What follows belongs to an exercise in optimizing a design on an open flow for small area and a short achievable clock period; a production flow would make more cautious choices. Only simulation tests tie the RTL to the original design; equivalence was not proved. Power and IR drop assume default switching activity.

===== design/flow/flow/run.sh =====
#!/bin/bash
# The standard layout, with plain buffers on the ports (instead of the
# delay cells buffer_ports picks on its own) and the resizer free to swap a
# cell for any cell of the same function, not just one of the same footprint.
set -euo pipefail
bash standard.sh MATCH_CELL_FOOTPRINT=0 "BUFFER_PORTS_ARGS=-buffer_cell sky130_fd_sc_hd__buf_2" finish > standard_make.log 2>&1

===== design/flow/standard.sh =====
#!/bin/bash
# synth_recipe.tcl (not shown) runs the flow's synth.tcl, then flattens the netlist and writes it again
# the make line also repeats each setting of config.mk as NAME=value (left out here)
make -C /OpenROAD-flow-scripts/flow DESIGN_CONFIG=/design/flow/config.mk WORK_HOME=/design/flow/orfs CLKGATE_MAP_FILE= SYNTH_SCRIPT=/design/flow/synth_recipe.tcl "${@:-finish}"

===== design/flow/config.mk =====
export PLATFORM = sky130hd
export DESIGN_NAME = redundant_alu_core
export DESIGN_NICKNAME = redundant_alu_core
export VERILOG_FILES = /design/flow/design.v
export SDC_FILE = /design/flow/constraint.sdc
export NUM_CORES = 4
export LEC_CHECK = 0
export ABC_CLOCK_PERIOD_IN_PS = 3000
export CAP_MARGIN = 20
export CORE_MARGIN = 2
export CORE_UTILIZATION = 40
export SETUP_SLACK_MARGIN = 5
export SLEW_MARGIN = 20
export TNS_END_PERCENT = 10

===== design/flow/design.v =====
package alu_pkg;
  localparam int XLEN = 32;
  localparam int REG_COUNT = 32;
  typedef logic [XLEN-1:0] word_t;
  typedef logic [$clog2(REG_COUNT)-1:0] reg_addr_t;
  typedef logic [15:0] imm_t;
  typedef enum logic [2:0] {
    ALU_AND      = 3'b000,
    ALU_OR       = 3'b001,
    ALU_ADD      = 3'b010,
    ALU_SLTU_RAW = 3'b011,
    ALU_ANDN     = 3'b100,
    ALU_ORN      = 3'b101,
    ALU_SUB      = 3'b110,
    ALU_SLT      = 3'b111
  } alu_op_t;
endpackage
module reg_file (
  input  logic               clk,
  input  alu_pkg::reg_addr_t ra1,
  input  alu_pkg::reg_addr_t ra2,
  output alu_pkg::word_t     rd1,
  output alu_pkg::word_t     rd2,
  input  logic               wb_en,
  input  alu_pkg::reg_addr_t wb_addr,
  input  alu_pkg::word_t     wb_data
);
  alu_pkg::word_t regs [1:alu_pkg::REG_COUNT-1];
  logic [alu_pkg::REG_COUNT-1:1] pend;
  logic byp1;
  logic byp2;
  for (genvar r = 1; r < alu_pkg::REG_COUNT; r++)
  begin : g_reg
    assign pend[r] = wb_en && (wb_addr == r);
    always_ff @(posedge clk)
    begin
      if (pend[r])
      begin
        regs[r] <= wb_data;
      end
    end
  end
  assign byp1 = wb_en && (ra1 == wb_addr);
  assign byp2 = wb_en && (ra2 == wb_addr);
  always_comb
  begin
    rd1 = wb_data & {alu_pkg::XLEN{byp1}};
    rd2 = wb_data & {alu_pkg::XLEN{byp2}};
    for (int r = 1; r < alu_pkg::REG_COUNT; r++)
    begin
      rd1 = rd1 | (regs[r] & {alu_pkg::XLEN{(ra1 == r) && !pend[r]}});
      rd2 = rd2 | (regs[r] & {alu_pkg::XLEN{(ra2 == r) && !pend[r]}});
    end
  end
endmodule
module operand_fetch (
  input  logic               clk,
  input  logic               reset,
  input  logic               op_valid,
  input  logic               use_imm,
  input  logic               write_en,
  input  alu_pkg::alu_op_t   alu_op,
  input  alu_pkg::reg_addr_t wa,
  input  alu_pkg::imm_t      imm,
  input  alu_pkg::word_t     rd1,
  input  alu_pkg::word_t     rd2,
  output logic               ex_valid,
  output alu_pkg::word_t     ex_a,
  output alu_pkg::word_t     ex_b,
  output alu_pkg::alu_op_t   ex_alu_op,
  output alu_pkg::reg_addr_t ex_wa,
  output logic               ex_write_en
);
  alu_pkg::word_t imm_ext;
  alu_pkg::word_t b_sel;
  assign imm_ext = {{(alu_pkg::XLEN - 16){imm[15]}}, imm};
  assign b_sel = use_imm ? imm_ext : rd2;
  always_ff @(posedge clk or posedge reset)
  begin
    if (reset)
    begin
      ex_valid <= 1'b0;
    end
    else
    begin
      ex_valid <= op_valid;
    end
  end
  always_ff @(posedge clk)
  begin
    ex_a <= rd1;
    ex_b <= alu_op[2] ? ~b_sel : b_sel;
    ex_alu_op <= alu_op;
    ex_wa <= wa;
    ex_write_en <= write_en;
  end
endmodule
module alu_lane (
  input  alu_pkg::word_t   a,
  input  alu_pkg::word_t   b,         
  input  alu_pkg::alu_op_t alu_op,
  output alu_pkg::word_t   raw,
  output alu_pkg::word_t   p,
  output alu_pkg::word_t   g,
  output alu_pkg::word_t   carry      
);
  localparam int N = alu_pkg::XLEN + 1;
  alu_pkg::word_t sum;
  logic [N-1:0] gg [0:$clog2(N)];
  logic [N-1:0] pp [0:$clog2(N)];
  assign p = a ^ b;
  assign g = a & b;
  assign gg[0] = {g, alu_op[2]};
  assign pp[0] = {p, 1'b0};
  for (genvar l = 0; l < $clog2(N); l++)
  begin : g_level
    for (genvar i = 0; i < N; i++)
    begin : g_bit
      if (i >= (1 << l))
      begin : g_merge
        assign gg[l+1][i] = gg[l][i] | (pp[l][i] & gg[l][i - (1 << l)]);
        assign pp[l+1][i] = pp[l][i] & pp[l][i - (1 << l)];
      end
      else
      begin : g_pass
        assign gg[l+1][i] = gg[l][i];
        assign pp[l+1][i] = pp[l][i];
      end
    end
  end
  assign carry = gg[$clog2(N)][alu_pkg::XLEN-1:0];
  assign sum = p ^ carry;
  always_comb
  begin
    case (alu_op[1:0])
      2'b00: raw = a & b;
      2'b01: raw = a | b;
      2'b10: raw = sum;
      default: raw = {{(alu_pkg::XLEN - 1){1'b0}}, sum[alu_pkg::XLEN-1]};
    endcase
  end
endmodule
module lane_voter #(
  parameter int LANES = 5
) (
  input  logic                             clk,
  input  logic                             reset,
  input  logic                             ex_valid,
  input  logic [$clog2(LANES)-1:0]         fault_lane,
  input  alu_pkg::word_t                   fault_bits,
  input  alu_pkg::alu_op_t                 alu_op,
  input  alu_pkg::word_t                   raw,
  input  alu_pkg::word_t                   p,
  input  alu_pkg::word_t                   g,
  input  alu_pkg::word_t                   carry,
  output alu_pkg::word_t                   result,
  output logic                             zero,
  output logic                             result_valid,
  output logic [LANES-1:0]                 lane_ok,
  output alu_pkg::word_t                   voted
);
  logic [LANES-1:0] fsel;
  logic [LANES-1:0] drop;
  logic e, n0, n1, n2, n3p, ge2, ge3, k1, k2;
  alu_pkg::word_t flip;
  alu_pkg::word_t keep;
  always_comb
  begin
    ge2 = 1'b0;
    ge3 = 1'b0;
    for (int i = 0; i < LANES; i++)
    begin
      fsel[i] = (fault_lane == i);
      for (int j = i + 1; j < LANES; j++)
      begin
        ge2 = ge2 | (lane_ok[i] & lane_ok[j]);
        for (int k = j + 1; k < LANES; k++)
        begin
          ge3 = ge3 | (lane_ok[i] & lane_ok[j] & lane_ok[k]);
        end
      end
    end
    n0 = ~|lane_ok;
    n1 = ~n0 & ~ge2;
    n2 = ge2 & ~ge3;
    n3p = ge3;
    e = |(fsel & lane_ok);
    k1 = e && n1;
    k2 = e && n2;
  end
  assign flip = fault_bits & {alu_pkg::XLEN{k1}};
  assign keep = ~(fault_bits & {alu_pkg::XLEN{k2}}) & {alu_pkg::XLEN{~n0}};
  assign voted = (raw & keep) ^ flip;
  localparam int GW = 8;
  localparam int NG = alu_pkg::XLEN / GW;
  logic is_add;
  logic is_slt;
  alu_pkg::word_t logic_res;
  alu_pkg::word_t r0;           
  alu_pkg::word_t r1;           
  alu_pkg::word_t cl0;          
  alu_pkg::word_t cl1;          
  logic [NG-1:0] zg0, zg1, ag0, ag1, bg0, bg1;
  logic [NG-1:0] zg, ag, bg;
  logic z_b0, a_b0, b_b0;
  logic all_zero, any_lo, any_hi;
  assign is_add = (alu_op[1:0] == 2'b10);
  assign is_slt = (alu_op[1:0] == 2'b11);
  assign logic_res = alu_op[0] ? (p | g) : g;
  always_comb
  begin
    for (int i = 0; i < alu_pkg::XLEN; i++)
    begin
      r0[i] = is_add ? p[i] : (is_slt ? 1'b0 : logic_res[i]);
      r1[i] = is_add ? ~p[i] : (is_slt ? 1'b0 : logic_res[i]);
    end
  end
  for (genvar j = 1; j < NG; j++)
  begin : g_byte
    logic [GW-1:0] lg [0:$clog2(GW)];
    logic [GW-1:0] lp [0:$clog2(GW)];
    assign lg[0] = g[j*GW +: GW];
    assign lp[0] = p[j*GW +: GW];
    for (genvar l = 0; l < $clog2(GW); l++)
    begin : g_level
      for (genvar t = 0; t < GW; t++)
      begin : g_bit
        if (t >= (1 << l))
        begin : g_merge
          assign lg[l+1][t] = lg[l][t] | (lp[l][t] & lg[l][t - (1 << l)]);
          assign lp[l+1][t] = lp[l][t] & lp[l][t - (1 << l)];
        end
        else
        begin : g_pass
          assign lg[l+1][t] = lg[l][t];
          assign lp[l+1][t] = lp[l][t];
        end
      end
    end
    assign cl0[j*GW] = 1'b0;
    assign cl1[j*GW] = 1'b1;
    for (genvar t = 1; t < GW; t++)
    begin : g_carry
      assign cl0[j*GW + t] = lg[$clog2(GW)][t-1];
      assign cl1[j*GW + t] = lg[$clog2(GW)][t-1] | lp[$clog2(GW)][t-1];
    end
  end
  assign cl0[GW-1:0] = '0;
  assign cl1[GW-1:0] = '0;
  always_comb
  begin
    logic rv, v;
    zg[0] = 1'b1;
    ag[0] = 1'b0;
    bg[0] = 1'b0;
    for (int i = 1; i < GW; i++)
    begin
      v = (raw[i] & keep[i]) ^ flip[i];
      zg[0] = zg[0] & ~v;
      ag[0] = ag[0] | (fault_bits[i] & ~raw[i]);
      bg[0] = bg[0] | (fault_bits[i] & raw[i]);
    end
    zg0 = '0; zg1 = '0; ag0 = '0; ag1 = '0; bg0 = '0; bg1 = '0;
    for (int j = 1; j < NG; j++)
    begin
      zg0[j] = 1'b1;
      zg1[j] = 1'b1;
      for (int t = 0; t < GW; t++)
      begin
        rv = cl0[j*GW + t] ? r1[j*GW + t] : r0[j*GW + t];
        v = (rv & keep[j*GW + t]) ^ flip[j*GW + t];
        zg0[j] = zg0[j] & ~v;
        ag0[j] = ag0[j] | (fault_bits[j*GW + t] & ~rv);
        bg0[j] = bg0[j] | (fault_bits[j*GW + t] & rv);
        rv = cl1[j*GW + t] ? r1[j*GW + t] : r0[j*GW + t];
        v = (rv & keep[j*GW + t]) ^ flip[j*GW + t];
        zg1[j] = zg1[j] & ~v;
        ag1[j] = ag1[j] | (fault_bits[j*GW + t] & ~rv);
        bg1[j] = bg1[j] | (fault_bits[j*GW + t] & rv);
      end
      zg[j] = carry[j*GW] ? zg1[j] : zg0[j];
      ag[j] = carry[j*GW] ? ag1[j] : ag0[j];
      bg[j] = carry[j*GW] ? bg1[j] : bg0[j];
    end
    if (is_slt)
    begin
      rv = carry[alu_pkg::XLEN-1] ? ~p[alu_pkg::XLEN-1] : p[alu_pkg::XLEN-1];
    end
    else
    begin
      rv = is_add ? (p[0] ^ alu_op[2]) : logic_res[0];
    end
    v = (rv & keep[0]) ^ flip[0];
    z_b0 = ~v;
    a_b0 = fault_bits[0] & ~rv;
    b_b0 = fault_bits[0] & rv;
    all_zero = z_b0 & (&zg);
    any_lo = a_b0 | (|ag);
    any_hi = b_b0 | (|bg);
  end
  always_comb
  begin
    drop = '0;
    if (e && n3p && (fault_bits != '0))
    begin
      drop = fsel;
    end
    if (k2)
    begin
      drop = ({LANES{any_lo}} & fsel) | ({LANES{any_hi}} & ~fsel);
    end
  end
  always_ff @(posedge clk or posedge reset)
  begin
    if (reset)
    begin
      result_valid <= 1'b0;
      lane_ok <= '1;
    end
    else
    begin
      result_valid <= ex_valid;
      if (ex_valid)
      begin
        lane_ok <= lane_ok & ~drop;
      end
    end
  end
  always_ff @(posedge clk)
  begin
    result <= voted;
    zero <= all_zero;
  end
endmodule
module redundant_alu_core #(
  parameter int LANES = 5
) (
  input  logic                       clk,
  input  logic                       reset,
  input  logic                       op_valid,
  input  alu_pkg::alu_op_t           alu_op,
  input  alu_pkg::reg_addr_t         ra1,
  input  alu_pkg::reg_addr_t         ra2,
  input  alu_pkg::reg_addr_t         wa,
  input  logic                       write_en,
  input  logic                       use_imm,
  input  alu_pkg::imm_t              imm,
  input  logic [$clog2(LANES)-1:0]   fault_lane,
  input  alu_pkg::word_t             fault_bits,
  output logic                       result_valid,
  output alu_pkg::word_t             result,
  output logic                       zero,
  output logic [LANES-1:0]           lane_ok
);
  alu_pkg::word_t rd1;
  alu_pkg::word_t rd2;
  alu_pkg::word_t raw;
  alu_pkg::word_t alu_p;
  alu_pkg::word_t alu_g;
  alu_pkg::word_t alu_carry;
  alu_pkg::word_t voted;
  logic ex_valid;
  alu_pkg::word_t ex_a;
  alu_pkg::word_t ex_b;
  alu_pkg::alu_op_t ex_alu_op;
  alu_pkg::reg_addr_t ex_wa;
  logic ex_write_en;
  logic wb_en;
  alu_pkg::reg_addr_t wb_addr;
  reg_file u_reg_file (
    .clk     (clk),
    .ra1     (ra1),
    .ra2     (ra2),
    .rd1     (rd1),
    .rd2     (rd2),
    .wb_en   (wb_en),
    .wb_addr (wb_addr),
    .wb_data (result)
  );
  always_ff @(posedge clk)
  begin
    wb_en <= ex_valid && ex_write_en && (ex_wa != '0);
    wb_addr <= ex_wa;
  end
  operand_fetch u_operand_fetch (
    .clk         (clk),
    .reset       (reset),
    .op_valid    (op_valid),
    .use_imm     (use_imm),
    .write_en    (write_en),
    .alu_op      (alu_op),
    .wa          (wa),
    .imm         (imm),
    .rd1         (rd1),
    .rd2         (rd2),
    .ex_valid    (ex_valid),
    .ex_a        (ex_a),
    .ex_b        (ex_b),
    .ex_alu_op   (ex_alu_op),
    .ex_wa       (ex_wa),
    .ex_write_en (ex_write_en)
  );
  alu_lane u_alu (
    .a      (ex_a),
    .b      (ex_b),
    .alu_op (ex_alu_op),
    .raw    (raw),
    .p      (alu_p),
    .g      (alu_g),
    .carry  (alu_carry)
  );
  lane_voter #(
    .LANES (LANES)
  ) u_lane_voter (
    .clk          (clk),
    .reset        (reset),
    .ex_valid     (ex_valid),
    .fault_lane   (fault_lane),
    .fault_bits   (fault_bits),
    .alu_op       (ex_alu_op),
    .raw          (raw),
    .p            (alu_p),
    .g            (alu_g),
    .carry        (alu_carry),
    .result       (result),
    .zero         (zero),
    .result_valid (result_valid),
    .lane_ok      (lane_ok),
    .voted        (voted)
  );
endmodule

===== design/flow/constraint.sdc =====
create_clock -name core_clock -period 8.0 [get_ports {clk}]
set_input_delay 1.6000 -clock core_clock [delete_from_list [all_inputs] [get_ports {clk}]]
set_output_delay 1.6000 -clock core_clock [all_outputs]
set_load 0.01 [all_outputs]

==> results of run 1 <==
-- state kept, by name, indices dropped and copies added (netlist names) --
register / count
u_operand_fetch.ex_valid: 1
u_lane_voter.result: 32
u_lane_voter.zero: 1
u_operand_fetch.ex_a: 32
u_operand_fetch.ex_wa: 5
u_operand_fetch.ex_b: 32
wb_addr: 5
u_operand_fetch.ex_alu_op: 3
u_operand_fetch.ex_write_en: 1
u_reg_file.regs: 992
u_lane_voter.lane_ok: 5
u_lane_voter.result_valid: 1
wb_en: 1
-- metrics by stage --
stage	std cells	cell area (sq um)	setup slack (ps)
2_1_floorplan	4073	52670	4519
3_3_place_gp	5771	55590	3147
3_5_place_dp	5771	55590	3066
4_1_cts	6138	63100	4694
5_1_grt	6274	65380	4558
6_report	6292	65420	4511
-- metal layers --
metal	vias to the layer above	track usage (%)	wire [um]
li1	17663	-	-
met1	23571	47.37	90730
met2	6210	54.73	110300
met3	1891	19.70	54060
met4	20	28.12	28550
met5	-	0.9804	542
-- layout make-up --
cell class | count | area, sq um
Antenna cell | 18 | 45.04
Inverter | 101 | 387.9
Sequential cell | 1111 | 32360
Tap cell | 1742 | 2180
Clock buffer | 153 | 3119
Timing Repair Buffer | 562 | 5776
Multi-Input combinational cell | 2544 | 20720
Fill cell | 10937 | 63730
Clock inverter | 61 | 829.5
-- critical path, stage by stage, from the launching register on --
cell	delay (ps)
sky130_fd_sc_hd__dfxtp_4	440
sky130_fd_sc_hd__nand4_1	180
sky130_fd_sc_hd__buf_4	220
sky130_fd_sc_hd__buf_4	160
sky130_fd_sc_hd__nor2_4	180
sky130_fd_sc_hd__buf_4	270
sky130_fd_sc_hd__buf_12	250
sky130_fd_sc_hd__nor3_2	100
sky130_fd_sc_hd__buf_6	260
sky130_fd_sc_hd__a22o_1	290
sky130_fd_sc_hd__a221oi_1	210
sky130_fd_sc_hd__nand3_1	110
sky130_fd_sc_hd__nor4_1	410
sky130_fd_sc_hd__nand2_1	170
-- layout by cell type, fill, tap and decap left out, types with 19 or more instances in the layout --
cell type                   instances
sky130_fd_sc_hd__a211oi_1          26
sky130_fd_sc_hd__a21oi_1          114
sky130_fd_sc_hd__a221oi_1         253
sky130_fd_sc_hd__a222oi_1          34
sky130_fd_sc_hd__a22o_1           272
sky130_fd_sc_hd__a22oi_1          420
sky130_fd_sc_hd__a31oi_1           30
sky130_fd_sc_hd__buf_12            56
sky130_fd_sc_hd__buf_2             98
sky130_fd_sc_hd__buf_4            279
sky130_fd_sc_hd__buf_6             65
sky130_fd_sc_hd__clkbuf_1          27
sky130_fd_sc_hd__clkbuf_16        154
sky130_fd_sc_hd__dfxtp_1           59
sky130_fd_sc_hd__dfxtp_2           19
sky130_fd_sc_hd__dfxtp_4           34
sky130_fd_sc_hd__edfxtp_1         992
sky130_fd_sc_hd__ha_1              48
sky130_fd_sc_hd__ha_4              25
sky130_fd_sc_hd__inv_1             92
sky130_fd_sc_hd__nand2_1          172
sky130_fd_sc_hd__nand2b_1          22
sky130_fd_sc_hd__nand3_1           59
sky130_fd_sc_hd__nand4_1          156
sky130_fd_sc_hd__nor2_1           104
sky130_fd_sc_hd__nor2_4            32
sky130_fd_sc_hd__nor3_1            51
sky130_fd_sc_hd__nor3_2            24
sky130_fd_sc_hd__nor3_4            45
sky130_fd_sc_hd__o211ai_1          23
sky130_fd_sc_hd__o21ai_0           80
sky130_fd_sc_hd__xnor2_1           41
sky130_fd_sc_hd__xor2_1            46
-- power by group through the flow --
stage	Sequential (W)	Clock, W	Combinational, W
floorplan	0.00644	0	0.000870
global placement	0.00649	0	0.00126
detailed placement	0.00649	0	0.00126
CTS	0.00638	0.00567	0.00154
global route	0.00639	0.00591	0.00184
finish	0.00639	0.00572	0.00177
-- cell families after synthesis --
logic type,Yosys count,synth area share [%]
fa+ha+maj,86,2.087
mux,23,0.4681
buf+inv,419,3.110
flops,1111,62.12
compound gates,1531,22.83
xor+xnor,87,1.469
simple gates,816,7.910
-- path summary, 6_finish.rpt --
| check | start | end | slack [ps] |
|---|---|---|---|
| max | wb_addr[3] | u_operand_fetch.ex_a[2] | 4510 |
| max reg2reg | wb_addr[3] | u_operand_fetch.ex_a[2] | 4510 |
| min reg2reg | u_operand_fetch.ex_wa[3] | wb_addr[3] | 360 |
| min in group asynchronous | reset | u_lane_voter.result_valid | 750 |
| min | u_operand_fetch.ex_wa[3] | wb_addr[3] | 360 |
| max in group asynchronous | reset | u_lane_voter.lane_ok[2] | 6970 |
-- repair_timing --
| action | in CTS | in global routing |
|---|---|---|
| setup buffers | 129 | 117 |
| endpoints found under the setup margin | 134 | 127 |
| gates cloned | 24 | 19 |
| hold buffers | 0 | 0 |
| gates resized for setup | 543 | 241 |
| pin swaps | 100 | 87 |
==> impl_metrics.yaml, run 1 <==
clock_network:
  cts_buffer_depth: 3
  numCtsBuffers: 112
  h-tree-depth: 3
  clkSlewWorstSetupHoldPaths_ps: 70
  cts_sinks: 1111
  clk_latency_ps: 770
  clk_root_buffer_cell: "sky130_fd_sc_hd__clkbuf_16"
  tritoncts: "built"
route:
  vias: 49355
  avgRoutedWirePerCell_um: 45.16
  drt_wl_total_mm: 284.2
  dr.first_iter.drc_count: 12927
  drt-pass1-iter-count: 13
  drtAntennaViolNets: 0
  post-route-drc-count: 0
  vias_per_cell: 7.844
global_route:
  grt_pass1_vias: 43723
  grt-ovfl-total: 0
  grt_antenna_before_repair: 15
  grt_start_max_net_pins: 77
  wire_length_of_the_first_global_routing_pass_mm: 360.4
  track_usage_pct: 39.52
place:
  place.detailed.hpwl_mm: 135.3
  routabilityCongestion: 0.9417
  placement.io_buffers: 112
sta:
  fin_tns_setup_ps: 0
  report.final.slew_viol_count: 0
  fin_hold_ws_ps: 355.5
  final-setup-viol-count: 0
  slew_worst_pin_ps: 1167
  worst_slew_margin_rel_pct: 22.19
  report.final.hold_viol_count: 0
  grt_setup_unrepaired: "yes"
  period_needed_ps: 3489
  fin_worst_skew_ps: 43.65
  period_share_pct: 43.61
  max_freq_mhz: 286.6
logic_synthesis:
  synth-edff-count: 992
  synth.cell_area_sq_um: 51850
  synth_seq_area_share_pct: 62.12
  ys_dominant_reg_cell: "sky130_fd_sc_hd__edfxtp_1"
  yosys_warnings: 14
  netlist_top_cells_count: "sky130_fd_sc_hd__edfxtp_1 (992), sky130_fd_sc_hd__a22oi_1 (424), sky130_fd_sc_hd__a22o_1 (272)"
  netlist.top_cell.by_area: "sky130_fd_sc_hd__edfxtp_1"
  synth-seq-cells: 1111
  synthDominantCellAreaShare_pct: 57.45
  average_cell_area_after_synthesis_sq_um: 12.73
  mappedNetlistNets: 4232
  post_synth_main_area_contributors: "sky130_fd_sc_hd__edfxtp_1 (57%), sky130_fd_sc_hd__a22oi_1 (6.1%), sky130_fd_sc_hd__a22o_1 (4.6%), sky130_fd_sc_hd__a221oi_1 (4.6%), sky130_fd_sc_hd__dfxtp_1 (4.3%)"
  synth_most_common_cell: "sky130_fd_sc_hd__edfxtp_1"
  yosysUniqueCellTypes: 81
  synthArstFlopShare_pct: 0.6301
  synthesis.instances: 4073
power:
  power.leakage_nw: 22.23
  total_power_w: 0.01388
  seq_power_share_pct: 46.0
  pwr-share-comb_pct: 12.8
  power.share.switching_pct: 26.02
  power.internal_w: 0.01027
  power.net_switching_w: 0.003612
  vdd.ir_drop.worst_uv: 194.4
  p_per_area_nw_per_um2: 212.2
  clock_power_share_pct: 41.2
critical_path:
  reg2reg_depth: 13
  critical_path_arrival_ps: 4080
  path_type_of_the_worst_setup_path: "reg -> reg"
  cp-start-kind: "flop"
  cp-end-kind: "flop"
  cp_data_required_time_ps: 8590
  cp_max_fo: 21
hold_path:
  timing.hold.worst.class: "reg -> reg"
  hold_path_depth: 0
floorplanning:
  fp.dieW_um: 364.0
  initial_core_util_pct: 40.15
  chipHeight_um: 364.0
  die_area_sq_um: 132500
  io_pins: 113
  core_area_sq_um: 129200
  num_rows: 132
cells_and_area:
  layout-drive-gt1-share_pct: 25.90
  fin_util_pct: 50.65
  syn2layout_area_growth_pct: 26.16
  design.final.nets: 4591
outcome:
  run_status: "timing/DRC/antenna clean"
flow_run:
  max_capacitance_violation_count: 0
==> run 2: changes to the inputs <==
==> design/flow/flow/run.sh (replaced) <==
#!/bin/bash
# The standard layout, with plain buffers on the ports (instead of the
# delay cells buffer_ports picks on its own), the resizer free to swap a
# cell for any cell of the same function, not just one of the same
# footprint, and a clock tree with larger sink clusters and no dummy loads.
set -euo pipefail
bash standard.sh MATCH_CELL_FOOTPRINT=0 \
  "BUFFER_PORTS_ARGS=-buffer_cell sky130_fd_sc_hd__buf_2" \
  "CTS_ARGS=-sink_clustering_enable -repair_clock_nets -dont_use_dummy_load -sink_clustering_size 22 -sink_clustering_max_diameter 100" \
  finish > standard_make.log 2>&1
==> impl_metrics.yaml, run 2 <==
outcome:
  run_status: "timing/DRC/antenna clean"
route:
  dr.first_iter.drc_count: 12201
  drtAntennaViolNets: 0
  drt-pass1-iter-count: 14
  avgRoutedWirePerCell_um: 45.19
  post-route-drc-count: 0
  vias_per_cell: 7.913
  vias: 48317
  drt_wl_total_mm: 275.9
logic_synthesis:
  yosysUniqueCellTypes: 81
  synthArstFlopShare_pct: 0.6301
  netlist_top_cells_count: "sky130_fd_sc_hd__edfxtp_1 (992), sky130_fd_sc_hd__a22oi_1 (424), sky130_fd_sc_hd__a22o_1 (272)"
  synth.cell_area_sq_um: 51850
  yosys_warnings: 14
  synthDominantCellAreaShare_pct: 57.45
  synth-edff-count: 992
  ys_dominant_reg_cell: "sky130_fd_sc_hd__edfxtp_1"
  synth_seq_area_share_pct: 62.12
  synth_most_common_cell: "sky130_fd_sc_hd__edfxtp_1"
  mappedNetlistNets: 4232
  synthesis.instances: 4073
  synth-seq-cells: 1111
  post_synth_main_area_contributors: "sky130_fd_sc_hd__edfxtp_1 (57%), sky130_fd_sc_hd__a22oi_1 (6.1%), sky130_fd_sc_hd__a22o_1 (4.6%), sky130_fd_sc_hd__a221oi_1 (4.6%), sky130_fd_sc_hd__dfxtp_1 (4.3%)"
  netlist.top_cell.by_area: "sky130_fd_sc_hd__edfxtp_1"
  average_cell_area_after_synthesis_sq_um: 12.73
cells_and_area:
  layout-drive-gt1-share_pct: 23.41
  registers.top_by_ff_count: "u_reg_file.regs"
  commonest_non_fill_non_tap_cell_in_the_layout: "sky130_fd_sc_hd__edfxtp_1"
  syn2layout_area_growth_pct: 20.03
  stdcell_area_sq_um: 62240
  fin_util_pct: 48.19
  mostFrequentLayoutCells: "sky130_fd_sc_hd__edfxtp_1 (992), sky130_fd_sc_hd__a22oi_1 (421), sky130_fd_sc_hd__buf_4 (274)"
  nFillCells: 11249
  largest_reg_flops: 992
  design.final.nets: 4509
  fin_cells: 6106
global_route:
  wire_length_of_the_first_global_routing_pass_mm: 356.5
  grt-ovfl-total: 0
  grt_pass1_vias: 42745
  grt_start_max_net_pins: 77
  grt_antenna_before_repair: 9
  track_usage_pct: 39.19
place:
  routabilityCongestion: 0.9417
  placedCellCount: 5771
  placement.io_buffers: 112
  place.detailed.hpwl_mm: 135.3
  placedInstanceArea_sq_um: 55590
clock_network:
  clk_latency_ps: 760
  cts_sinks: 1111
  numCtsBuffers: 59
  tritoncts: "built"
  clk_root_buffer_cell: "sky130_fd_sc_hd__clkbuf_16"
  cts_buffer_depth: 3
  h-tree-depth: 2
  cts.hold.buffers_added: 0
  clkSlewWorstSetupHoldPaths_ps: 90
critical_path:
  critical_path.top_delay_family: "flip-flops"
  path_depth: 1
  cp_num_buf_inv: 1
  cp_data_required_time_ps: 6400
  setup.worst_path.end: "result[19]"
  cpPeakStageDelay_ps: 790
  path_type_of_the_worst_setup_path: "reg -> out"
  regToRegEndpoint: "u_operand_fetch.ex_b[18]"
  r2r-start: "wb_en"
  ff2ff_setup_slack_ps: 4500
  timing.critical_path.from: "u_lane_voter.result[19]"
  reg2reg_depth: 12
  crit_slowest_cell: "sky130_fd_sc_hd__dfxtp_2"
  crit_path_cell_trace: "buf_2"
  critical_path_arrival_ps: 1970
  cp-end-kind: "output pin"
  cp-start-kind: "flop"
  cp_max_fo: 34
sta:
  fin_hold_ws_ps: 359.5
  worst_slew_margin_rel_pct: 23.54
  period_share_pct: 44.57
  period_needed_ps: 3565
  report.final.hold_viol_count: 0
  report.final.slew_viol_count: 0
  max_freq_mhz: 280.5
  slew_worst_pin_ps: 1147
  fin_worst_skew_ps: 94.08
  fin_tns_setup_ps: 0
  grt_setup_unrepaired: "yes"
  final-setup-viol-count: 0
floorplanning:
  fp.dieW_um: 364.0
  io_pins: 113
  num_rows: 132
  chipHeight_um: 364.0
  initial_core_util_pct: 40.15
  die_area_sq_um: 132500
  core_area_sq_um: 129200
power:
  vdd.ir_drop.worst_uv: 189.2
  p_per_area_nw_per_um2: 182.3
  power.leakage_nw: 20.70
flow_run:
  max_capacitance_violation_count: 0
hold_path:
  timing.hold.worst.class: "reg -> reg"
-- run 2: cell counts after synthesis --
Identical to the previous run, type by type.
-- run 2: logic make-up after synthesis --
group	Yosys count	share of synthesized area, %
AO/OA/AOI/OAI	1531	22.83
XOR/XNOR	87	1.469
adder cells (fa/ha/maj)	86	2.087
buffers and inverters	419	3.110
flip-flops	1111	62.12
multiplexers	23	0.4681
AND/OR/NAND/NOR	816	7.910
-- run 2: report_power, final --
part           internal [W]  total, W  switching [W]
Clock               0.00130   0.00317        0.00186
Sequential          0.00628   0.00638      0.0000988
Combinational      0.000704   0.00180        0.00109
-- run 2: through the flow --
step,setup WS (ps),total power (W)
floorplan,4519,0.007306
global placement,3147,0.007754
detailed placement,3066,0.007760
CTS,4613,0.01099
global route,4382,0.01158
finish,4435,0.01135
-- run 2: routing by layer --
layer / part of all wire (%) / GRT usage (%)
met5: 0.091 / 1.198
met4: 10 / 28.42
met3: 18 / 19.03
met2: 39 / 54.59
met1: 32 / 46.81
-- run 2: layout make-up --
cell class / count / area [sq um] / area share, %
tap: 1742 / 2180 / 3.502
multi-input combinational: 2545 / 20660 / 33.20
sequential: 1111 / 32360 / 52.00
antenna: 16 / 40.04 / 0.06433
clock buffer: 59 / 1476 / 2.372
timing repair buffer: 532 / 5124 / 8.232
inverter: 101 / 390.4 / 0.6272
-- run 2: what timing repair did --
item,in CTS,in global routing
pin swaps,93,88
hold endpoints to repair,0,0
gates cloned,23,8
endpoints found under the setup margin,155,128
buffers inserted,119,110
resized for setup,472,245
-- run 2: worst min path at each step --
stage	start	to	slack [ps]	cells past startpoint
after floorplan	u_operand_fetch.ex_wa[3]	wb_addr[3]	320	0
after global placement	u_operand_fetch.ex_wa[3]	wb_addr[3]	350	0
after detailed placement	u_operand_fetch.ex_wa[3]	wb_addr[3]	330	0
after CTS	u_operand_fetch.ex_wa[3]	wb_addr[3]	360	0
after global routing	u_operand_fetch.ex_wa[3]	wb_addr[3]	360	0
final	u_operand_fetch.ex_wa[3]	wb_addr[3]	360	0
==> run 3: changes to the inputs <==
--- a/design/flow/design.v
+++ b/design/flow/design.v
@@ -202,6 +202,6 @@
   alu_pkg::word_t cl1;          
-  logic [NG-1:0] zg0, zg1, ag0, ag1, bg0, bg1;
-  logic [NG-1:0] zg, ag, bg;
-  logic z_b0, a_b0, b_b0;
-  logic all_zero, any_lo, any_hi;
+  logic [NG-1:0] ra0, ra1, rb0, rb1, rc0, rc1;
+  logic [NG-1:0] rag, rbg, rcg;
+  logic ra, rb, rc;
+  logic all_zero;
   assign is_add = (alu_op[1:0] == 2'b10);
@@ -251,18 +251,16 @@
   begin
-    logic rv, v;
-    zg[0] = 1'b1;
-    ag[0] = 1'b0;
-    bg[0] = 1'b0;
+    logic rv;
+    logic [1:0] ab, bb, cb;
+    rag[0] = 1'b0;
+    rbg[0] = 1'b0;
+    rcg[0] = 1'b0;
     for (int i = 1; i < GW; i++)
     begin
-      v = (raw[i] & keep[i]) ^ flip[i];
-      zg[0] = zg[0] & ~v;
-      ag[0] = ag[0] | (fault_bits[i] & ~raw[i]);
-      bg[0] = bg[0] | (fault_bits[i] & raw[i]);
+      rag[0] = rag[0] | (raw[i] & ~fault_bits[i]);
+      rbg[0] = rbg[0] | (raw[i] & fault_bits[i]);
+      rcg[0] = rcg[0] | (~raw[i] & fault_bits[i]);
     end
-    zg0 = '0; zg1 = '0; ag0 = '0; ag1 = '0; bg0 = '0; bg1 = '0;
+    ra0 = '0; ra1 = '0; rb0 = '0; rb1 = '0; rc0 = '0; rc1 = '0;
     for (int j = 1; j < NG; j++)
     begin
-      zg0[j] = 1'b1;
-      zg1[j] = 1'b1;
       for (int t = 0; t < GW; t++)
@@ -270,19 +268,42 @@
         rv = cl0[j*GW + t] ? r1[j*GW + t] : r0[j*GW + t];
-        v = (rv & keep[j*GW + t]) ^ flip[j*GW + t];
-        zg0[j] = zg0[j] & ~v;
-        ag0[j] = ag0[j] | (fault_bits[j*GW + t] & ~rv);
-        bg0[j] = bg0[j] | (fault_bits[j*GW + t] & rv);
+        ra0[j] = ra0[j] | (rv & ~fault_bits[j*GW + t]);
+        rb0[j] = rb0[j] | (rv & fault_bits[j*GW + t]);
+        rc0[j] = rc0[j] | (~rv & fault_bits[j*GW + t]);
         rv = cl1[j*GW + t] ? r1[j*GW + t] : r0[j*GW + t];
-        v = (rv & keep[j*GW + t]) ^ flip[j*GW + t];
-        zg1[j] = zg1[j] & ~v;
-        ag1[j] = ag1[j] | (fault_bits[j*GW + t] & ~rv);
-        bg1[j] = bg1[j] | (fault_bits[j*GW + t] & rv);
+        ra1[j] = ra1[j] | (rv & ~fault_bits[j*GW + t]);
+        rb1[j] = rb1[j] | (rv & fault_bits[j*GW + t]);
+        rc1[j] = rc1[j] | (~rv & fault_bits[j*GW + t]);
       end
-      zg[j] = carry[j*GW] ? zg1[j] : zg0[j];
-      ag[j] = carry[j*GW] ? ag1[j] : ag0[j];
-      bg[j] = carry[j*GW] ? bg1[j] : bg0[j];
+      rag[j] = carry[j*GW] ? ra1[j] : ra0[j];
+      rbg[j] = carry[j*GW] ? rb1[j] : rb0[j];
+      rcg[j] = carry[j*GW] ? rc1[j] : rc0[j];
     end
-    if (is_slt)
+    for (int x = 0; x < 2; x++)
     begin
-      rv = carry[alu_pkg::XLEN-1] ? ~p[alu_pkg::XLEN-1] : p[alu_pkg::XLEN-1];
+      if (is_slt)
+      begin
+        rv = (x == 1) ? ~p[alu_pkg::XLEN-1] : p[alu_pkg::XLEN-1];
+      end
+      else
+      begin
+        rv = is_add ? (p[0] ^ alu_op[2]) : logic_res[0];
+      end
+      ab[x] = rv & ~fault_bits[0];
+      bb[x] = rv & fault_bits[0];
+      cb[x] = ~rv & fault_bits[0];
+    end
+    ra = (carry[alu_pkg::XLEN-1] ? ab[1] : ab[0]) | (|rag);
+    rb = (carry[alu_pkg::XLEN-1] ? bb[1] : bb[0]) | (|rbg);
+    rc = (carry[alu_pkg::XLEN-1] ? cb[1] : cb[0]) | (|rcg);
+    if (n0)
+    begin
+      all_zero = 1'b1;
+    end
+    else if (k1)
+    begin
+      all_zero = ~(ra | rc);
+    end
+    else if (k2)
+    begin
+      all_zero = ~ra;
     end
@@ -290,11 +311,4 @@
     begin
-      rv = is_add ? (p[0] ^ alu_op[2]) : logic_res[0];
+      all_zero = ~(ra | rb);
     end
-    v = (rv & keep[0]) ^ flip[0];
-    z_b0 = ~v;
-    a_b0 = fault_bits[0] & ~rv;
-    b_b0 = fault_bits[0] & rv;
-    all_zero = z_b0 & (&zg);
-    any_lo = a_b0 | (|ag);
-    any_hi = b_b0 | (|bg);
   end
@@ -309,3 +323,3 @@
     begin
-      drop = ({LANES{any_lo}} & fsel) | ({LANES{any_hi}} & ~fsel);
+      drop = ({LANES{rc}} & fsel) | ({LANES{rb}} & ~fsel);
     end
==> impl_metrics.yaml, run 3 <==
floorplanning:
  core_area_sq_um: 127700
  num_rows: 131
  die_area_sq_um: 131600
  fp.dieW_um: 362.7
  io_pins: 113
  initial_core_util_pct: 40.32
  chipHeight_um: 362.7
global_route:
  grt_busiest_layer: "met2"
  grt-ovfl-total: 0
  grtUsageMet3_pct: 20.51
  grt_start_max_net_pins: 51
  grt_antenna_before_repair: 16
  met2_track_demand_over_resource_in_global_routing_pct: 54.07
  grt_pass1_vias: 42405
  wire_length_of_the_first_global_routing_pass_mm: 353.0
  track_usage_pct: 39.03
  gr-usage-met1_pct: 46.47
clock_network:
  clk_latency_ps: 760
  clk_root_buffer_cell: "sky130_fd_sc_hd__clkbuf_16"
  cts.hold.buffers_added: 0
  cts_buffer_depth: 3
  h-tree-depth: 2
  numCtsBuffers: 58
  tritoncts: "built"
  cts_sinks: 1111
  clkSlewWorstSetupHoldPaths_ps: 90
hold_path:
  timing.hold.worst.class: "reg -> reg"
  min_from: "u_operand_fetch.ex_wa[2]"
  hold_path_depth: 0
  holdPathEnd: "wb_addr[2]"
place:
  routabilityCongestion: 0.9539
  placement.io_buffers: 112
  place.detailed.hpwl_mm: 134.1
sta:
  period_share_pct: 42.19
  slew_worst_pin_ps: 1184
  fin_worst_skew_ps: 61.40
  grt_setup_unrepaired: "yes"
  fin_tns_setup_ps: 0
  report.final.slew_viol_count: 0
  worst_slew_margin_rel_pct: 21.09
  report.final.hold_viol_count: 0
  final-setup-viol-count: 0
  period_needed_ps: 3375
  max_freq_mhz: 296.3
logic_synthesis:
  mappedNetlistNets: 4140
  synth_seq_area_share_pct: 62.57
  synth.cell_area_sq_um: 51480
  netlist.top_cell.by_area: "sky130_fd_sc_hd__edfxtp_1"
  yosys_warnings: 14
  average_cell_area_after_synthesis_sq_um: 12.93
  synthDominantCellAreaShare_pct: 57.87
  synth-edff-count: 992
  synth-seq-cells: 1111
  synthArstFlopShare_pct: 0.6301
  yosysUniqueCellTypes: 95
  synthesis.instances: 3981
  ys_dominant_reg_cell: "sky130_fd_sc_hd__edfxtp_1"
  netlist_top_cells_count: "sky130_fd_sc_hd__edfxtp_1 (992), sky130_fd_sc_hd__a22oi_1 (410), sky130_fd_sc_hd__a22o_1 (279)"
  post_synth_main_area_contributors: "sky130_fd_sc_hd__edfxtp_1 (58%), sky130_fd_sc_hd__a22oi_1 (6.0%), sky130_fd_sc_hd__a22o_1 (4.7%), sky130_fd_sc_hd__a221oi_1 (4.7%), sky130_fd_sc_hd__dfxtp_1 (4.4%)"
  synth_most_common_cell: "sky130_fd_sc_hd__edfxtp_1"
cells_and_area:
  design.final.nets: 4404
  mostFrequentLayoutCells: "sky130_fd_sc_hd__edfxtp_1 (992), sky130_fd_sc_hd__a22oi_1 (408), sky130_fd_sc_hd__a22o_1 (279)"
  commonest_non_fill_non_tap_cell_in_the_layout: "sky130_fd_sc_hd__edfxtp_1"
  syn2layout_area_growth_pct: 19.03
  area.sequential_sq_um: 32330
  nFillCells: 10987
  registers.top_by_ff_count: "u_reg_file.regs"
  multiInputGateArea_sq_um: 19900
  largest_reg_flops: 992
  layout-drive-gt1-share_pct: 22.04
  fin_util_pct: 47.99
route:
  vias: 46863
  dr.first_iter.drc_count: 12041
  post-route-drc-count: 0
  drtAntennaViolNets: 0
  drt_wl_total_mm: 269.2
  avgRoutedWirePerCell_um: 45.43
  vias_per_cell: 7.907
  drt-pass1-iter-count: 17
flow_run:
  max_capacitance_violation_count: 0
power:
  power.leakage_nw: 20.12
  vdd.ir_drop.worst_uv: 193.5
  p_per_area_nw_per_um2: 185.9
critical_path:
  reg2reg_depth: 14
  regToRegEndpoint: "u_lane_voter.lane_ok[0]"
  path_type_of_the_worst_setup_path: "in -> reg"
  critical_path_arrival_ps: 4000
  cp_data_required_time_ps: 8630
  cp-end-kind: "flop"
  ff2ff_setup_slack_ps: 4630
  r2r-start: "u_operand_fetch.ex_b[17]"
  cp_max_fo: 14
  cp-start-kind: "input pin"
outcome:
  run_status: "timing/DRC/antenna clean"
run 3: cell count changes in the layout (fill, tap and decap cells not counted), sizes merged, moves of 10 or more:
cell | previous run | this run
nor2 | 145 | 134
buf | 498 | 478
o211ai | 23 | 11
nand3 | 68 | 58
inv | 100 | 110
xnor2 | 41 | 52
o22ai | 14 | 24
o21ai | 105 | 77
clkbuf | 93 | 82
a22oi | 424 | 410
a21oi | 132 | 116
nor3 | 120 | 107
run 3: layer usage:
metal | vias to the layer above | part of all wire, %
li1 | 17008 | -
met1 | 22385 | 32
met2 | 5720 | 39
met3 | 1740 | 19
met4 | 10 | 9.9
met5 | - | 0.12
run 3: kinds of logic (layout without fill, tap and decap cells):
family | Yosys count | after routing | synth area share [%]
AOI/OAI and AO/OA | 1478 | 1478 | 22.56
buffers and inverters | 409 | 670 | 3.094
and+or+nand+nor | 785 | 786 | 7.683
adders and majority gates | 85 | 85 | 2.081
muxes | 23 | 23 | 0.4788
DFF | 1111 | 1111 | 62.57
other | 0 | 22 | 0
xor gates and xnor gates | 90 | 90 | 1.531
run 3: final cells by class:
class | instances | area share [%]
Antenna cell | 22 | 0.08985
Multi-Input combinational cell | 2462 | 32.47
Inverter | 110 | 0.6779
Sequential cell | 1111 | 52.76
Timing Repair Buffer | 502 | 8.241
Clock buffer | 58 | 2.369
Tap cell | 1662 | 3.394
run 3: timing repair:
action                                  in CTS  in global routing
resized for setup                          471                134
endpoints found under the setup margin     168                134
pin swaps                                   95                 58
setup buffers                              160                 37
cloned                                      19                  6
run 3: worst max-delay path by stage:
stage	start	endpoint	slack, ps
6_report	fault_lane[1]	u_lane_voter.result[18]	4630
5_1_grt	u_operand_fetch.ex_a[2]	u_lane_voter.lane_ok[1]	4510
3_5_place_dp	ra2[1]	u_operand_fetch.ex_b[19]	3290
3_3_place_gp	ra2[1]	u_operand_fetch.ex_b[19]	3340
2_1_floorplan	ra2[0]	u_operand_fetch.ex_b[22]	4550
4_1_cts	u_operand_fetch.ex_b[17]	u_lane_voter.lane_ok[0]	4660
run 3: where the power goes:
group	internal (W)	switching (W)	total (W)	leakage, nW
combinational	0.000714	0.00109	0.00180	9.19
sequential	0.00629	0.000109	0.00640	10.2
clock	0.00128	0.00191	0.00319	0.715
run 3: worst max-delay path, cell delays in order:
cell,delay (ps)
sky130_fd_sc_hd__buf_2,130
sky130_fd_sc_hd__mux4_2,510
sky130_fd_sc_hd__a22oi_2,210
sky130_fd_sc_hd__a31oi_1,60
sky130_fd_sc_hd__buf_4,230
sky130_fd_sc_hd__inv_1,80
sky130_fd_sc_hd__buf_4,250
sky130_fd_sc_hd__o21ai_1,120
sky130_fd_sc_hd__buf_4,220
sky130_fd_sc_hd__a211o_1,300
sky130_fd_sc_hd__nand2_1,230
run 3: through the flow:
stage | total power [W] | setup slack, ps | cells | hold WS (ps) | cell area (sq um)
finish | 0.01139 | 4625 | 5927 | 375.0 | 61280
global route | 0.01162 | 4514 | 5907 | 388.7 | 61230
CTS | 0.01112 | 4660 | 5862 | 372.6 | 60300
detailed placement | 0.007878 | 3289 | 5625 | 359.3 | 55350
global placement | 0.007867 | 3337 | 5625 | 382.0 | 55350
floorplan | 0.007417 | 4548 | 3981 | 323.0 | 52260
==> run 4: changes to the inputs <==
--- a/design/flow/config.mk
+++ b/design/flow/config.mk
@@ -13,2 +13,2 @@
 export SLEW_MARGIN = 20
-export TNS_END_PERCENT = 10
+export TNS_END_PERCENT = 5
==> impl_metrics.yaml, run 4 <==
cells_and_area:
  layout-drive-gt1-share_pct: 20.30
  mostFrequentLayoutCells: "sky130_fd_sc_hd__edfxtp_1 (992), sky130_fd_sc_hd__a22oi_1 (409), sky130_fd_sc_hd__a22o_1 (279)"
  commonest_non_fill_non_tap_cell_in_the_layout: "sky130_fd_sc_hd__edfxtp_1"
  area.sequential_sq_um: 32330
  multiInputGateArea_sq_um: 19780
  design.final.nets: 4318
  nFillCells: 11089
  largest_reg_flops: 992
  fin_cells: 5825
  syn2layout_area_growth_pct: 16.20
  registers.top_by_ff_count: "u_reg_file.regs"
global_route:
  track_usage_pct: 38.51
  grt_pass1_vias: 42481
  grt_start_max_net_pins: 44
  grt_antenna_before_repair: 15
  wire_length_of_the_first_global_routing_pass_mm: 350.5
  grt-ovfl-total: 0
sta:
  final_critical_path_setup_slack_ps: 4474
  slew_worst_pin_ps: 1209
  period_needed_ps: 3526
  max_freq_mhz: 283.6
  fin_tns_setup_ps: 0
  report.final.slew_viol_count: 0
  final-setup-viol-count: 0
  report.final.hold_viol_count: 0
  grt_setup_unrepaired: "yes"
  period_share_pct: 44.07
  worst_slew_margin_rel_pct: 19.37
  fin_worst_skew_ps: 117.9
logic_synthesis:
  synth-seq-cells: 1111
  post_synth_main_area_contributors: "sky130_fd_sc_hd__edfxtp_1 (58%), sky130_fd_sc_hd__a22oi_1 (6.0%), sky130_fd_sc_hd__a22o_1 (4.7%), sky130_fd_sc_hd__a221oi_1 (4.7%), sky130_fd_sc_hd__dfxtp_1 (4.4%)"
  netlist_top_cells_count: "sky130_fd_sc_hd__edfxtp_1 (992), sky130_fd_sc_hd__a22oi_1 (410), sky130_fd_sc_hd__a22o_1 (279)"
  synth_seq_area_share_pct: 62.57
  mappedNetlistNets: 4140
  average_cell_area_after_synthesis_sq_um: 12.93
  synthesis.instances: 3981
  netlist.top_cell.by_area: "sky130_fd_sc_hd__edfxtp_1"
  synth.cell_area_sq_um: 51480
  ys_dominant_reg_cell: "sky130_fd_sc_hd__edfxtp_1"
  synthArstFlopShare_pct: 0.6301
  synth_most_common_cell: "sky130_fd_sc_hd__edfxtp_1"
  synth-edff-count: 992
  yosysUniqueCellTypes: 95
  yosys_warnings: 14
  synthDominantCellAreaShare_pct: 57.87
floorplanning:
  fp.dieW_um: 362.7
  core_area_sq_um: 127700
  die_area_sq_um: 131600
  io_pins: 113
  initial_core_util_pct: 40.32
  num_rows: 131
  chipHeight_um: 362.7
place:
  place_ws_ps: 3192
  placement.io_buffers: 112
  placedCellCount: 5647
  routabilityCongestion: 0.9722
  place.detailed.hpwl_mm: 140.9
power:
  pwr-share-comb_pct: 15.4
  clock_power_share_pct: 28.5
  seq_power_share_pct: 56.1
  power.net_switching_w: 0.003104
  power.leakage_nw: 19.45
  power.share.switching_pct: 27.19
  power.internal_w: 0.008312
  p_per_area_nw_per_um2: 190.8
  vdd.ir_drop.worst_uv: 172.4
  total_power_w: 0.01142
critical_path:
  cp_data_required_time_ps: 8640
  cp-start-kind: "input pin"
  critical_path.top_delay_family: "simple AND/OR/NAND/NOR gates"
  cp-end-kind: "flop"
  cp_max_fo: 21
  r2r-start: "wb_addr[1]"
  cpPeakStageDelay_ps: 660
  timing.critical_path.from: "ra1[2]"
  cp_num_buf_inv: 2
  crit_path_cell_trace: "clkbuf_4, or3_1, nor3_4, buf_4, a22oi_1, nand4_1, nor3_1, nand2_1"
  path_type_of_the_worst_setup_path: "in -> reg"
  critical_path_arrival_ps: 4160
  crit_slowest_cell: "sky130_fd_sc_hd__buf_4"
  ff2ff_setup_slack_ps: 4530
clock_network:
  clk_latency_ps: 780
  numCtsBuffers: 61
  cts_buffer_depth: 3
  h-tree-depth: 2
  cts_sinks: 1111
  cts.hold.buffers_added: 0
  clk_root_buffer_cell: "sky130_fd_sc_hd__clkbuf_16"
  tritoncts: "built"
  clkSlewWorstSetupHoldPaths_ps: 90
route:
  vias_per_cell: 7.895
  drt_wl_total_mm: 262.5
  dr.first_iter.drc_count: 11676
  drtAntennaViolNets: 0
  post-route-drc-count: 0
  vias: 45990
  drt-pass1-iter-count: 17
  avgRoutedWirePerCell_um: 45.06
flow_run:
  max_capacitance_violation_count: 0
hold_path:
  timing.hold.worst.class: "reg -> reg"
  min_from: "u_operand_fetch.ex_wa[0]"
outcome:
  run_status: "timing/DRC/antenna clean"
[run 4: per-layer routing]
metal,routed length [um],global-route usage (%),vias to the layer above
met5,125,0,-
met4,23960,25.33,16
met3,49320,19.84,1713
met2,103800,53.38,5531
met1,85250,46.55,21912
li1,-,-,16818
[run 4: per-stage QoR]
stage / hold WS, ps / area, sq um / utilization [%]
after CTS: 412.0 / 59500 / 46.60
after global routing: 404.0 / 59800 / 46.84
final: 378.2 / 59820 / 46.85
after global placement: 438.2 / 55510 / 43.48
after detailed placement: 420.4 / 55510 / 43.48
after floorplan: 323.0 / 52250 / -
[run 4: final cells by class]
class                   count  area share, %
well taps                1662          3.476
clock buffers              61          2.552
multi-input cells        2461          33.06
flip-flops and latches   1111          54.05
diodes                      6        0.02510
repair buffers            414          6.137
inverters                 110         0.7028
[run 4: final timing paths]
kind                                             endpoint  depth (start not counted)
worst max-delay path              u_operand_fetch.ex_a[6]                          8
worst min-delay path                           wb_addr[0]                          0
min in group asynchronous       u_lane_voter.result_valid                          2
max in group asynchronous         u_lane_voter.lane_ok[3]                          2
worst max register to register   u_operand_fetch.ex_a[11]                         12
worst min register to register                 wb_addr[0]                          0
[run 4: timing repair]
action / in CTS / in global routing
pin swaps: 79 / 34
setup buffers: 96 / 6
resized for setup: 416 / 57
setup endpoints to repair: 138 / 138
gates cloned: 8 / 1
[run 4: cells by family after synthesis]
family | Yosys count | share of synthesized area [%]
AOI/OAI and AO/OA | 1478 | 22.56
xor gates and xnor gates | 90 | 1.531
adders and majority gates | 85 | 2.081
buffers and inverters | 409 | 3.094
DFF | 1111 | 62.57
muxes | 23 | 0.4788
and+or+nand+nor | 785 | 7.683
[run 4: power groups by stage]
| stage | Clock (W) | Sequential [W] | Combinational, W |
|---|---|---|---|
| 2_1_floorplan | 0 | 0.00644 | 0.000978 |
| 3_3_place_gp | 0 | 0.00651 | 0.00137 |
| 3_5_place_dp | 0 | 0.00651 | 0.00138 |
| 4_1_cts | 0.00321 | 0.00638 | 0.00164 |
| 5_1_grt | 0.00341 | 0.00640 | 0.00184 |
| 6_report | 0.00325 | 0.00640 | 0.00176 |
==> run 5: changes to the inputs <==
--- a/design/flow/config.mk
+++ b/design/flow/config.mk
@@ -7,3 +7,2 @@
 export LEC_CHECK = 0
-export ABC_CLOCK_PERIOD_IN_PS = 3000
 export CAP_MARGIN = 20
@@ -13,2 +12,2 @@
 export SLEW_MARGIN = 20
-export TNS_END_PERCENT = 5
+export TNS_END_PERCENT = 15
==> impl_metrics.yaml, run 5 <==
outcome:
  run_status: "timing/DRC/antenna clean"
route:
  drt_wl_total_mm: 270.0
  vias_per_cell: 7.958
  drt-pass1-iter-count: 12
  avgRoutedWirePerCell_um: 45.23
  post-route-drc-count: 0
  dr.first_iter.drc_count: 11973
  vias: 47499
  drtAntennaViolNets: 0
place:
  placedInstanceArea_sq_um: 55560
  place.detailed.hpwl_mm: 142.2
  routabilityCongestion: 0.9730
  placement.io_buffers: 112
critical_path:
  cp_num_buf_inv: 3
  cp-start-kind: "flop"
  regToRegEndpoint: "u_lane_voter.lane_ok[1]"
  ff2ff_setup_slack_ps: 4600
  crit_slowest_cell: "sky130_fd_sc_hd__dfxtp_4"
  cpPeakStageDelay_ps: 450
  cp_data_required_time_ps: 8620
  cp_max_fo: 5
  r2r-start: "u_operand_fetch.ex_a[3]"
  critical_path_arrival_ps: 4020
  crit_path_cell_trace: "inv_2, ha_4, nand4_1, buf_6, a211oi_4, o21bai_4, a21oi_4, buf_4, a2bb2oi_1, nand3_1, a21oi_1, a41oi_4, nand2_1, o211a_1"
  critical_path.top_delay_family: "compound AO/OA/AOI/OAI gates"
  cp-end-kind: "flop"
  reg2reg_depth: 14
  path_type_of_the_worst_setup_path: "reg -> reg"
logic_synthesis:
  synth_seq_area_share_pct: 62.57
  synth.cell_area_sq_um: 51480
  yosys_warnings: 14
  yosysUniqueCellTypes: 95
  mappedNetlistNets: 4140
  synthDominantCellAreaShare_pct: 57.87
  netlist.top_cell.by_area: "sky130_fd_sc_hd__edfxtp_1"
  netlist_top_cells_count: "sky130_fd_sc_hd__edfxtp_1 (992), sky130_fd_sc_hd__a22oi_1 (410), sky130_fd_sc_hd__a22o_1 (279)"
  average_cell_area_after_synthesis_sq_um: 12.93
  synthArstFlopShare_pct: 0.6301
  synth_most_common_cell: "sky130_fd_sc_hd__edfxtp_1"
  synthesis.instances: 3981
  post_synth_main_area_contributors: "sky130_fd_sc_hd__edfxtp_1 (58%), sky130_fd_sc_hd__a22oi_1 (6.0%), sky130_fd_sc_hd__a22o_1 (4.7%), sky130_fd_sc_hd__a221oi_1 (4.7%), sky130_fd_sc_hd__dfxtp_1 (4.4%)"
  synth-edff-count: 992
  synth-seq-cells: 1111
  ys_dominant_reg_cell: "sky130_fd_sc_hd__edfxtp_1"
floorplanning:
  core_area_sq_um: 127700
  fp.dieW_um: 362.7
  io_pins: 113
  num_rows: 131
  die_area_sq_um: 131600
  initial_core_util_pct: 40.32
  chipHeight_um: 362.7
cells_and_area:
  largest_reg_flops: 992
  mostFrequentLayoutCells: "sky130_fd_sc_hd__edfxtp_1 (992), sky130_fd_sc_hd__a22oi_1 (408), sky130_fd_sc_hd__a22o_1 (279)"
  registers.top_by_ff_count: "u_reg_file.regs"
  stdcell_area_sq_um: 62080
  layout-drive-gt1-share_pct: 23.71
  nFillCells: 10869
  syn2layout_area_growth_pct: 20.60
  commonest_non_fill_non_tap_cell_in_the_layout: "sky130_fd_sc_hd__edfxtp_1"
  design.final.nets: 4442
global_route:
  grt_pass1_vias: 43047
  grtUsageMet3_pct: 20.08
  grt_start_max_net_pins: 53
  grt_antenna_before_repair: 19
  track_usage_pct: 39.43
  gr-usage-met1_pct: 46.21
  wire_length_of_the_first_global_routing_pass_mm: 357.1
  met2_track_demand_over_resource_in_global_routing_pct: 54.38
  grt-ovfl-total: 0
  grt_busiest_layer: "met2"
hold_path:
  min_from: "u_operand_fetch.ex_wa[3]"
  timing.hold.worst.class: "reg -> reg"
  holdPathEnd: "wb_addr[3]"
  hold_path_depth: 0
sta:
  final-setup-viol-count: 0
  report.final.hold_viol_count: 0
  worst_slew_margin_rel_pct: 25.89
  grt_setup_unrepaired: "yes"
  report.final.slew_viol_count: 0
  fin_worst_skew_ps: 104.8
  max_freq_mhz: 294.0
  period_needed_ps: 3402
  period_share_pct: 42.52
  fin_tns_setup_ps: 0
  slew_worst_pin_ps: 1112
clock_network:
  clkSlewWorstSetupHoldPaths_ps: 90
  numCtsBuffers: 60
  clk_latency_ps: 760
  tritoncts: "built"
  cts_buffer_depth: 3
  cts.hold.buffers_added: 0
  cts_sinks: 1111
  h-tree-depth: 2
  clk_root_buffer_cell: "sky130_fd_sc_hd__clkbuf_16"
power:
  vdd.ir_drop.worst_uv: 188.3
  p_per_area_nw_per_um2: 185.0
  power.leakage_nw: 20.45
flow_run:
  max_capacitance_violation_count: 0
-- run 5: worst max path at each step --
stage,startpoint,to,cells after the start
final,u_operand_fetch.ex_a[3],u_lane_voter.lane_ok[1],14
after detailed placement,ra2[1],u_operand_fetch.ex_b[30],11
after global routing,u_operand_fetch.ex_a[17],u_lane_voter.zero,15
after floorplan,fault_bits[13],u_lane_voter.lane_ok[2],12
after global placement,ra2[1],u_operand_fetch.ex_b[30],11
after CTS,ra1[3],u_operand_fetch.ex_a[30],10
-- run 5: kinds of logic (layout without fill, tap and decap cells) --
group | Yosys count | after routing | synth area share [%]
compound gates | 1478 | 1478 | 22.56
flops | 1111 | 1111 | 62.57
xor+xnor | 90 | 90 | 1.531
other cells | 0 | 26 | 0
mux | 23 | 23 | 0.4788
simple gates | 785 | 786 | 7.683
buf+inv | 409 | 708 | 3.094
fa+ha+maj | 85 | 85 | 2.081
-- run 5: report_power, final --
part           leakage (nW)  internal (W)  switching, W
logic                  9.48      0.000747       0.00113
clock network         0.739       0.00133       0.00188
registers              10.2       0.00629      0.000113
total                  20.4       0.00836       0.00313
-- run 5: per-stage QoR --
| step | total power (W) | std cells | setup WS [ps] | utilization, % | hold slack, ps |
|---|---|---|---|---|---|
| after floorplan | 0.007420 | 3981 | 4552 | - | 323.0 |
| after global placement | 0.007883 | 5645 | 3144 | 43.52 | 409.0 |
| after detailed placement | 0.007890 | 5645 | 3100 | 43.52 | 396.6 |
| after CTS | 0.01124 | 5906 | 4700 | 47.78 | 414.5 |
| after global routing | 0.01171 | 5946 | 4485 | 48.58 | 425.5 |
| final | 0.01149 | 5969 | 4598 | 48.62 | 408.1 |
-- run 5: routing by layer --
| metal | vias to the layer above | part of all wire [%] | wire length [um] |
|---|---|---|---|
| li1 | 17116 | - | - |
| met1 | 22451 | 31 | 84260 |
| met2 | 5942 | 39 | 104400 |
| met3 | 1974 | 19 | 51690 |
| met4 | 16 | 11 | 29300 |
| met5 | - | 0.099 | 267 |
-- run 5: worst reg2reg max path, stage by stage, from the launching register on --
cell,delay [ps]
sky130_fd_sc_hd__dfxtp_4,450
sky130_fd_sc_hd__inv_2,70
sky130_fd_sc_hd__ha_4,300
sky130_fd_sc_hd__nand4_1,110
sky130_fd_sc_hd__buf_6,150
sky130_fd_sc_hd__a211oi_4,350
sky130_fd_sc_hd__o21bai_4,170
sky130_fd_sc_hd__a21oi_4,320
sky130_fd_sc_hd__buf_4,180
sky130_fd_sc_hd__a2bb2oi_1,220
sky130_fd_sc_hd__nand3_1,140
sky130_fd_sc_hd__a21oi_1,350
sky130_fd_sc_hd__a41oi_4,210
sky130_fd_sc_hd__nand2_1,110
sky130_fd_sc_hd__o211a_1,150
-- run 5: layout make-up --
type / instances / area [sq um] / share of cell area [%]
Antenna cell: 26 / 65.06 / 0.1048
Clock buffer: 60 / 1501 / 2.419
Inverter: 110 / 415.4 / 0.6691
Multi-Input combinational cell: 2462 / 20230 / 32.59
Sequential cell: 1111 / 32350 / 52.11
Tap cell: 1662 / 2079 / 3.350
Timing Repair Buffer: 538 / 5439 / 8.761
-- run 5: timing repair --
item | 4_1_cts | 5_1_grt
resized for setup | 527 | 170
buffers inserted | 180 | 33
pin swaps | 129 | 46
endpoints found under the setup margin | 136 | 133
cloned | 21 | 4

==> afterwards: timing with drivers on the ports <==
The flow's constraints put no driver on any port. The routed layouts listed below were extracted and timed again, unchanged, in two steps.
Step 1, drivers: a clkbuf_16 drives clk and a buf_2 each remaining input, both assumed.
Step 2 adds t to the input delays and takes it off the output delays; t is the mean of the earliest and latest rising clock arrival at the registers after step 1. Input paths then give back, and output paths get back, about the clock's delay inside the block.
Slacks: no drivers / after step 1 / after step 2; pairs: no drivers / after step 1.
run | t, ns | slack for setup (ns) | hold slack, ns | clock arrival spread, ns
run 1 | 0.820 | 4.511 / 4.511 / 3.790 | 0.356 / 0.356 / 0.356 | 0.044 / 0.044
run 2 | 0.786 | 4.435 / 4.358 / 3.757 | 0.360 / 0.360 / 0.360 | 0.106 / 0.106
run 3 | 0.806 | 4.625 / 4.594 / 3.867 | 0.375 / 0.375 / 0.375 | 0.062 / 0.062
run 4 | 0.797 | 4.474 / 4.478 / 3.681 | 0.378 / 0.378 / 0.378 | 0.119 / 0.120
run 5 | 0.788 | 4.598 / 4.598 / 3.816 | 0.408 / 0.408 / 0.408 | 0.106 / 0.106
After both steps every run listed still meets setup and hold. For run 4, which loses most, drivers alone change the setup slack by +0.004 ns; drivers and shift together by -0.793 ns.
